Context: an optimization exercise on an open-source flow, tuned for small area, a short achievable clock period and few clock cycles per item. The choices shown serve that exercise and are no tape-out recipe. RTL that was checked went through simulation tests only; none was proved equivalent to the original. Power is estimated from default activity; no workload was simulated.

== run A ==
## data_feeder_top
module data_feeder_top #(
    parameter feeder_pkg::bus_addr_t BUS_BASE = 32'hC400_0000
) (
    input  logic                  clk_i,
    input  logic                  rst_i,
    input  logic                  host_strobe_i,
    input  logic                  host_rw_i,
    input  feeder_pkg::bus_addr_t host_addr_i,
    input  feeder_pkg::bus_data_t host_wdata_i,
    output logic                  host_ready_o,
    output feeder_pkg::bus_data_t host_rdata_o,
    input  logic                  fifo_addr_full_i,
    input  logic                  fifo_rw_full_i,
    input  logic                  fifo_data_empty_i,
    input  feeder_pkg::line_t     dram_line_i,
    output logic                  dram_addr_valid_o,
    output feeder_pkg::bus_addr_t dram_addr_o,
    output logic                  fifo_data_rd_en_o,
    output feeder_pkg::load_cmd_t load_cmd_o
);
==> module gemm_load_feeder, before the edit <==
module gemm_load_feeder (
    input  logic                  clk_i,
    input  logic                  rst_i,
    input  logic                  start_i,
    input  feeder_pkg::xfer_cfg_t cfg_i,
    input  feeder_pkg::word_idx_t first_word_i,
    input  logic                  fifo_data_empty_i,
    input  feeder_pkg::line_t     dram_line_i,
    output logic                  fifo_data_rd_en_o,
    output feeder_pkg::load_cmd_t load_cmd_o,
    output logic                  busy_o
);
    feeder_pkg::sram_idx_t idx_q;
    logic                  active_q;    
    logic [31:0]           sel_q;       
    feeder_pkg::len_t      left_q;      
    logic                  pop_q;       
    logic                  pop_only_q;  
    logic                  valid_q;
    feeder_pkg::word_t     data_q;
    logic                  take;
    logic                  last_word;
    logic                  next_last;
    logic                  at_30;
    logic                  at_31;
    feeder_pkg::word_t     word;
    assign take      = active_q && !fifo_data_empty_i && !pop_only_q;
    assign last_word = (left_q == 15'd1);
    assign at_30     = sel_q[30];
    assign at_31     = sel_q[31];
    assign next_last = (left_q == 15'd2) || at_30;
    always_ff @(posedge clk_i) begin
        if (rst_i) begin
            active_q   <= 1'b0;
            pop_q      <= 1'b0;
            pop_only_q <= 1'b0;
            valid_q    <= 1'b0;
        end else begin
            valid_q    <= take;
            pop_only_q <= 1'b0;
            if (start_i) begin
                active_q <= 1'b1;
                pop_q    <= 1'b0;
            end else if (take) begin
                if (last_word) begin
                    active_q <= 1'b0;
                end
                if (pop_q) begin
                    pop_q <= 1'b0;
                end else if (at_31 || last_word) begin
                    pop_q      <= 1'b1;
                    pop_only_q <= 1'b1;
                end else begin
                    pop_q <= next_last;
                end
            end else if (pop_only_q) begin
                pop_q <= 1'b0;
            end
        end
    end
    always_ff @(posedge clk_i) begin
        if (start_i) begin
            sel_q    <= 32'(1) << first_word_i;
            left_q   <= cfg_i.len;
        end else if (take) begin
            sel_q    <= {sel_q[30:0], sel_q[31]};
            left_q   <= left_q - 1'b1;
        end
    end
    always_ff @(posedge clk_i) begin
        if (start_i) begin
            idx_q <= cfg_i.sram_idx;
        end else if (valid_q) begin
            idx_q <= idx_q + 1'b1;
        end
    end
    always_comb begin
        word = '0;
        for (int k = 0; k < 32; k++) begin
            word = word | (dram_line_i[16*k +: 16] & {16{sel_q[k]}});
        end
    end
    always_ff @(posedge clk_i) begin
        data_q <= word;
    end
    assign load_cmd_o.valid  = valid_q;
    assign load_cmd_o.opcode = cfg_i.weight ? feeder_pkg::OP_LOAD_WEIGHT
                                            : feeder_pkg::OP_LOAD_INPUT;
    assign load_cmd_o.data   = data_q;
    assign load_cmd_o.idx    = idx_q;
    assign fifo_data_rd_en_o = pop_q;
    assign busy_o            = active_q;
endmodule
Settings: LEC_CHECK=0, ABC_CLOCK_PERIOD_IN_PS=2500, CAP_MARGIN=20, CORE_AREA=5 5 235 235, CTS_BUF_LIST=sky130_fd_sc_hd__clkbuf_8 sky130_fd_sc_hd__clkbuf_16, CTS_CLUSTER_DIAMETER=150, CTS_CLUSTER_SIZE=40, DIE_AREA=0 0 240 240, SETUP_SLACK_MARGIN=2.5, SLEW_MARGIN=20; clock period 5.0 ns.
standard.sh (not shown) runs the stock make flow with config.mk's settings and CLKGATE_MAP_FILE= SYNTH_SCRIPT=/design/flow/synth_recipe.tcl, a recipe that flattens the netlist after the stock synthesis.
==> flow/flow/run.sh <==
#!/bin/bash
# Standard ORFS layout, with the port buffers made of the smallest buffer cell.
set -euo pipefail
export BUFFER_PORTS_ARGS="-buffer_cell sky130_fd_sc_hd__buf_1"
bash standard.sh finish > standard.log 2>&1
--- input diff run A..run B ---
--- a/flow/design.v
+++ b/flow/design.v
@@ -229,13 +229,14 @@
     output logic                  fifo_data_rd_en_o,
     output feeder_pkg::load_cmd_t load_cmd_o,
     output logic                  busy_o
 );
     feeder_pkg::sram_idx_t idx_q;
     logic                  active_q;    
-    logic [31:0]           sel_q;       
+    logic [3:0]            ptr_lo_q;    
+    logic [7:0]            ptr_hi_q;    
     feeder_pkg::len_t      left_q;      
     logic                  pop_q;       
     logic                  pop_only_q;  
     logic                  valid_q;
     feeder_pkg::word_t     data_q;
     logic                  take;
@@ -243,14 +244,14 @@
     logic                  next_last;
     logic                  at_30;
     logic                  at_31;
     feeder_pkg::word_t     word;
     assign take      = active_q && !fifo_data_empty_i && !pop_only_q;
     assign last_word = (left_q == 15'd1);
-    assign at_30     = sel_q[30];
-    assign at_31     = sel_q[31];
+    assign at_30     = ptr_hi_q[7] && ptr_lo_q[2];
+    assign at_31     = ptr_hi_q[7] && ptr_lo_q[3];
     assign next_last = (left_q == 15'd2) || at_30;
     always_ff @(posedge clk_i) begin
         if (rst_i) begin
             active_q   <= 1'b0;
             pop_q      <= 1'b0;
             pop_only_q <= 1'b0;
@@ -277,16 +278,20 @@
                 pop_q <= 1'b0;
             end
         end
     end
     always_ff @(posedge clk_i) begin
         if (start_i) begin
-            sel_q    <= 32'(1) << first_word_i;
+            ptr_lo_q <= 4'(1) << first_word_i[1:0];
+            ptr_hi_q <= 8'(1) << first_word_i[4:2];
             left_q   <= cfg_i.len;
         end else if (take) begin
-            sel_q    <= {sel_q[30:0], sel_q[31]};
+            ptr_lo_q <= {ptr_lo_q[2:0], ptr_lo_q[3]};
+            if (ptr_lo_q[3]) begin
+                ptr_hi_q <= {ptr_hi_q[6:0], ptr_hi_q[7]};
+            end
             left_q   <= left_q - 1'b1;
         end
     end
     always_ff @(posedge clk_i) begin
         if (start_i) begin
             idx_q <= cfg_i.sram_idx;
@@ -294,13 +299,13 @@
             idx_q <= idx_q + 1'b1;
         end
     end
     always_comb begin
         word = '0;
         for (int k = 0; k < 32; k++) begin
-            word = word | (dram_line_i[16*k +: 16] & {16{sel_q[k]}});
+            word = word | (dram_line_i[16*k +: 16] & {16{ptr_lo_q[k % 4] & ptr_hi_q[k / 4]}});
         end
     end
     always_ff @(posedge clk_i) begin
         data_q <= word;
     end
     assign load_cmd_o.valid  = valid_q;
[summary]
Of run A and run B, run A shows the lower net switching share of the total power, with run B above it. Any difference in count of clock-buffer cells in the layout between run B and run A is small enough to ignore. For run A and run B, there was not a single run that failed to finish clean. Clock period minus worst slack came out lower on run B than on run A. Cmp run B vs run A: layout buffering overhead excluding clock cells higher in run B. Count of non-CTS buffers in the layout up 0.57% in run B wrt run A.
Testbench counts of run B, summed over its fixed seeds: cycles 185,016, words 174,743.
For run A, only the layout was checked, not whether the RTL still works.

## afterwards: timing with drivers on the ports
The results above use ideal ports. As a check the final layouts listed here were re-extracted and re-timed, cells and wires unchanged.
Step 1 (the two cells are an assumption about what drives the block):
set clk [get_ports {clk_i}]
set_driving_cell -lib_cell sky130_fd_sc_hd__clkbuf_16 $clk
set_driving_cell -lib_cell sky130_fd_sc_hd__buf_2 [delete_from_list [all_inputs] $clk]
Step 2 moves the port delays by t, midway between the first and last clock arrival at a register: inputs arrive t later, outputs are due t later. That takes back most of the time a late clock gives input paths.
Slacks: ideal ports / drivers / drivers and shift; pairs: ideal ports / drivers.
run | shift t [ns] | slack for setup (ns) | slew at the worst register clock pin (ns) | worst data-port slew with drivers (ns) | pins driven straight from the clock port
run A | 0.527 | 2.461 / 2.461 / 2.233 | 0.09 / 0.09 | 0.25 | 1
run B | 0.510 | 2.502 / 2.502 / 2.144 | 0.07 / 0.07 | 0.27 | 1
After both steps setup and hold are still met in every run listed. For run B, which loses most, drivers alone change the setup slack by 0.000 ns; drivers and shift together by -0.358 ns.
